Background: an optimization exercise with open tools, aiming at small area and a short achievable clock period. Do not read the settings as production practice. RTL that was checked went through simulation tests only; none was proved equivalent to the original. Power figures rest on the tool's default switching activity, not on a simulated workload.

Design deflate_stored_top, start of the top module:
module deflate_stored_top (
	input  logic                        clk,
	input  logic                        rst_n,
	input  logic                        word_valid,
	input  logic [32-1:0]  word,           
	output logic                        out_valid,
	output logic [32-1:0]  out_word,
	output logic                        out_last,
	output logic [3-1:0] out_bytes,
	output logic                        done,
	output logic                        protocol_error
);
Size: ~250 flip-flops, roughly 74 I/O pins, ~14000 um2 of cells after synthesis.
==> module block_decoder, before the edit <==
module block_decoder (
	input  logic        clk,
	input  logic        rst_n,
	input  logic        word_valid,
	input  logic [31:0] word,
	output logic        a_hdr,           
	output logic        a_dat,           
	output logic [1:0]  a_ra,            
	output logic [3:0]  a_sel,           
	output logic        a_crcv,          
	output logic        a_trl,           
	output logic [31:0] a_word,          
	output logic        a_bf,            
	output logic [1:0]  ra,              
	output logic        protocol_error
);
	logic        in_data_q;      
	logic        ended_q;        
	logic        final_q;        
	logic [15:0] bytes_left;     
	logic        accept;
	logic        block_end;
	logic        is_final;
	logic        last_q;         
	logic [3:0]  ra_oh;
	logic [31:0] word_up;
	assign accept    = word_valid & ~a_hdr & ~ended_q;    
	assign block_end = in_data_q ? last_q : (word[15:0] == '0);
	assign is_final  = in_data_q ? final_q : word[24];
	assign ra = {bytes_left[1] ^ bytes_left[0], bytes_left[0]} & {2{in_data_q & last_q}};   
	always_comb begin
		for (int r = 0; r < 4; r++)
			ra_oh[r] = (ra == 2'(r));
		word_up = ({32{ra_oh[0] & in_data_q}} & word)
		        | ({32{ra_oh[1]}} & {word[23:0], 8'b0})
		        | ({32{ra_oh[2]}} & {word[15:0], 16'b0})
		        | ({32{ra_oh[3]}} & {word[7:0],  24'b0})
		        | ({32{~in_data_q}} & {~word[7:0], word[15:0], ~word[15:8]});
	end
	always_ff @(posedge clk or negedge rst_n) begin
		if (!rst_n) begin
			in_data_q      <= 1'b0;
			ended_q        <= 1'b0;
			a_hdr          <= 1'b0;
			a_dat          <= 1'b0;
			a_trl          <= 1'b0;
			a_ra           <= '0;
			protocol_error <= 1'b0;
		end else begin
			a_hdr <= accept & ~in_data_q;
			a_dat <= accept & in_data_q;
			a_trl <= accept & block_end & is_final;
			a_ra  <= ra & {2{accept & in_data_q}};
			if (word_valid & ~accept)
				protocol_error <= 1'b1;
			if (accept) begin
				in_data_q <= ~block_end;
				ended_q   <= block_end & is_final;
			end
		end
	end
	always_ff @(posedge clk) begin
		for (int r = 0; r < 4; r++)
			a_sel[r] <= accept & in_data_q & ra_oh[r];
		a_crcv <= accept & in_data_q;
		a_word <= word_up;
		a_bf   <= word[24];
		if (accept) begin
			if (in_data_q) begin
				bytes_left[15:2] <= bytes_left[15:2] - 14'd1;
				last_q           <= (bytes_left[15:4] == '0) & ~(bytes_left[3] & (bytes_left[2:0] != 3'b000));
			end else begin
				bytes_left <= word[15:0];
				final_q    <= word[24];
				last_q     <= (word[15:3] == '0) & ~(word[2] & (word[1:0] != 2'b00));
			end
		end
	end
endmodule
==> flow/config.mk <==
export PLATFORM = sky130hd
export DESIGN_NAME = deflate_stored_top
export DESIGN_NICKNAME = deflate_stored_top
export VERILOG_FILES = /design/flow/design.v
export SDC_FILE = /design/flow/constraint.sdc
export NUM_CORES = 4
export LEC_CHECK = 0
export CAP_MARGIN = 20
export CORE_MARGIN = 2
export CORE_UTILIZATION = 40
export CTS_CLUSTER_DIAMETER = 80
export CTS_CLUSTER_SIZE = 24
export SETUP_SLACK_MARGIN = 3.3
export SLEW_MARGIN = 20
export TNS_END_PERCENT = 5
==> flow/constraint.sdc <==
create_clock -name core_clock -period 6.0 [get_ports {clk}]
set_input_delay 1.2000 -clock core_clock [delete_from_list [all_inputs] [get_ports {clk}]]
set_output_delay 1.2000 -clock core_clock [all_outputs]
set_load 0.01 [all_outputs]
standard.sh (not shown) runs the stock make flow with config.mk's settings and CLKGATE_MAP_FILE= SYNTH_SCRIPT=/design/flow/synth_recipe.tcl, a recipe that flattens the netlist after the stock synthesis.
==> flow/flow/run.sh <==
#!/bin/bash
# The standard layout, with the port buffers made of plain buffers instead of the
# slow delay buffers buffer_ports picks by default. Every port still gets its buffer.
set -euo pipefail
export BUFFER_PORTS_ARGS="-buffer_cell sky130_fd_sc_hd__buf_2"
bash standard.sh > standard.log 2>&1
Rerun with:
--- a/flow/design.v
+++ b/flow/design.v
@@ -70,18 +70,18 @@
 	always_ff @(posedge clk) begin
 		for (int r = 0; r < 4; r++)
 			a_sel[r] <= accept & in_data_q & ra_oh[r];
 		a_crcv <= accept & in_data_q;
 		a_word <= word_up;
 		a_bf   <= word[24];
+		bytes_left[15:2] <= (accept & ~in_data_q) ? word[15:2] : bytes_left[15:2] - {13'd0, accept & in_data_q};
 		if (accept) begin
 			if (in_data_q) begin
-				bytes_left[15:2] <= bytes_left[15:2] - 14'd1;
-				last_q           <= (bytes_left[15:4] == '0) & ~(bytes_left[3] & (bytes_left[2:0] != 3'b000));
+				last_q     <= (bytes_left[15:4] == '0) & ~(bytes_left[3] & (bytes_left[2:0] != 3'b000));
 			end else begin
-				bytes_left <= word[15:0];
+				bytes_left[1:0] <= word[1:0];
 				final_q    <= word[24];
 				last_q     <= (word[15:3] == '0) & ~(word[2] & (word[1:0] != 2'b00));
 			end
 		end
 	end
 endmodule
Result: The changed run went through all stages and came out clean. Cell count rose by about 0.4%. Hold slack loses 0.0084 ns. Power shrinks by about 2%. Utilization fell by 0.46 points. Final area came out lower by 1.2%. Via count hardly moves. Count of clock-buffer cells in the layout fell by 4. Fmax goes down by about 2.1%.

========
== run a ==
deflate_stored_top, a different RTL version from the one above (not shown whole).
For scale: ~1400 cells after synthesis, ~250 flip-flops, about 74 I/O pins.
Settings: LEC_CHECK=0, CAP_MARGIN=20, CORE_MARGIN=2, CORE_UTILIZATION=40, SETUP_SLACK_MARGIN=3.5, SLEW_MARGIN=20, TNS_END_PERCENT=5; clock period 6.0 ns.
Scripts as last shown in full above: flow/flow/run.sh
Both conditions hold for run a: the flow ran to the end and the final layout passed the timing, design-rule and antenna checks.
For run b, these inputs were changed with respect to run a:
--- a/flow/design.v
+++ b/flow/design.v
@@ -210,16 +210,20 @@
 	assign c_next[25] = (s[40] ^ (s[57] ^ ((t_in[20] ^ s[27]) ^ s[15]))) ^ r_lo[25];
 	assign c_next[26] = (s[40] ^ (s[37] ^ ((s[19] ^ s[6]) ^ (t_in[24] ^ s[0])))) ^ r_lo[26];
 	assign c_next[27] = (s[42] ^ (((t_in[31] ^ s[8]) ^ s[16]) ^ s[38])) ^ r_lo[27];
 	assign c_next[28] = (s[41] ^ (s[55] ^ (((t_in[21] ^ t_in[6]) ^ s[6]) ^ s[23]))) ^ r_lo[28];
 	assign c_next[29] = (s[34] ^ (s[57] ^ (s[23] ^ s[30]))) ^ r_lo[29];
 	assign c_next[30] = (((s[11] ^ s[62]) ^ (t_in[3] ^ (t_in[20] ^ t_in[22]))) ^ (s[30] ^ s[50])) ^ r_lo[30];
 	assign c_next[31] = ((((t_in[19] ^ t_in[1]) ^ s[0]) ^ (s[2] ^ s[8])) ^ s[34]) ^ r_lo[31];
-	always_ff @(posedge clk)
-		inv_q <= ~c_next;
+	always_ff @(posedge clk or negedge rst_n) begin
+		if (!rst_n)
+			inv_q <= '0;
+		else
+			inv_q <= ~c_next;
+	end
 	assign crc_out = inv_q;
 endmodule
 `timescale 1ns/1ps
 module stored_sequencer (
 	input  logic        clk,
 	input  logic        rst_n,
 	input  logic        a_hdr,
@@ -232,16 +236,14 @@
 	input  logic        a_bf,
 	output logic [2:0]  b_n,             
 	output logic        b_last,          
 	output logic        b_bf,            
 	output logic [31:0] b_lanes          
 );
 	logic        st_crc_q;               
-	logic        hdr_seen_q;             
-	logic        crc_init;
 	logic        st_isize_q;             
 	logic [1:0]  pos_q;                  
 	logic [15:0] isize_lo_q;             
 	logic        isize_c_q;
 	logic [15:0] isize_hi_q;
 	logic [15:0] isize_hi_next;
 	logic [31:0] crc_value;
@@ -253,19 +255,18 @@
 	logic [3:0]  rot_q;                  
 	crc32_engine crc32_engine_i (
 		.clk       (clk),
 		.rst_n     (rst_n),
 		.crc_valid (a_dat),
 		.crc_data  (a_word),
 		.crc_sel   (a_sel),
-		.load      (st_crc_q | crc_init),         
-		.load_value({isize_hi_next, isize_lo_q} & {32{st_crc_q}}),
+		.load      (st_crc_q),                    
+		.load_value({isize_hi_next, isize_lo_q}),
 		.crc_out   (crc_value)
 	);
- 	assign crc_init = a_hdr & ~hdr_seen_q;   
 	assign g = (st_crc_q | st_isize_q) ? crc_value : a_word;
 	always_comb begin
 		if (a_hdr)
 			n_c = 3'd5;
 		else if (a_dat)
 			n_c = {a_ra == 2'd0, 2'd0 - a_ra};
 		else if (st_crc_q | st_isize_q)
@@ -280,25 +281,23 @@
 		rot_next = {pos_next[1] ^ ra_next[1] ^ (~pos_next[0] & ra_next[0]), pos_next[0] ^ ra_next[0]};
 	end
 	assign lo_sum        = {1'b0, isize_lo_q} + {1'b0, a_word[23:8]};    
 	assign isize_hi_next = isize_hi_q + {15'b0, isize_c_q};
 	always_ff @(posedge clk or negedge rst_n) begin
 		if (!rst_n) begin
 			st_crc_q   <= 1'b0;
-			hdr_seen_q <= 1'b0;
 			st_isize_q <= 1'b0;
 			pos_q      <= '0;
 			isize_lo_q <= '0;
 			isize_c_q  <= 1'b0;
 			isize_hi_q <= '0;
 			b_n        <= '0;
 			b_last     <= 1'b0;
 		end else begin
 			st_crc_q   <= a_trl;
-			hdr_seen_q <= hdr_seen_q | a_hdr;
 			st_isize_q <= st_crc_q;
 			pos_q      <= pos_next;
 			if (a_hdr)
 				isize_lo_q <= lo_sum[15:0];
 			isize_c_q  <= a_hdr & lo_sum[16];
 			isize_hi_q <= isize_hi_next;
 			b_n        <= n_c;
--- outcome ---
Critical path capture point: stored_sequencer_i.crc32_engine_i.inv_q[26] -> run a, stored_sequencer_i.crc32_engine_i.inv_q[25] -> run b
Run b does worse than run a on wire length of the first global-routing pass.
Re area growth from synthesis to layout: run b and run a aren't equal, and the lower value belongs to run a.
Diff run a -> run b | maximum frequency | decrease of about 4%
Run b ended up with met5 as its highest metal layer with signal wires; run a ended up with met4.
Compared with run a, run b shows worst setup slack lower by 0.11 ns.
The final reports for run b and run a show power dissipated in sequential cells lower in the former.
Function not checked in run b: the RTL went through the layout flow alone.

## re-timing with driven ports
The results above use ideal ports. As a check the final layouts listed here were re-extracted and re-timed, cells and wires unchanged.
Step 1 (the two cells are an assumption about what drives the block):
set clk [get_ports {clk}]
set_driving_cell -lib_cell sky130_fd_sc_hd__clkbuf_16 $clk
set_driving_cell -lib_cell sky130_fd_sc_hd__buf_2 [delete_from_list [all_inputs] $clk]
Step 2 adds t to the input delays and takes it off the output delays; t is the mean of the earliest and latest rising clock arrival at the registers after step 1. Input paths then give back, and output paths get back, about the clock's delay inside the block.
Slacks: ideal / step 1 / step 2; pairs: ideal / step 1.
run | t (ns) | setup WS [ns] | hold WS [ns] | worst setup path after step 2
the first run of note 1 | 0.564 | 3.298 / 3.298 / 3.114 | 0.345 / 0.345 / 0.345 | input to register
the second run of note 1 | 0.553 | 3.239 / 3.251 / 2.697 | 0.336 / 0.336 / 0.336 | input to register
run a | 0.613 | 3.390 / 3.390 / 3.182 | 0.333 / 0.333 / 0.333 | input to register
run b | 0.612 | 3.285 / 3.285 / 3.174 | 0.341 / 0.341 / 0.341 | input to register
After both steps setup and hold are still met in every run listed. The setup slack of the second run of note 1, which loses most, moves by +0.012 ns with the drivers and by -0.542 ns with both steps.
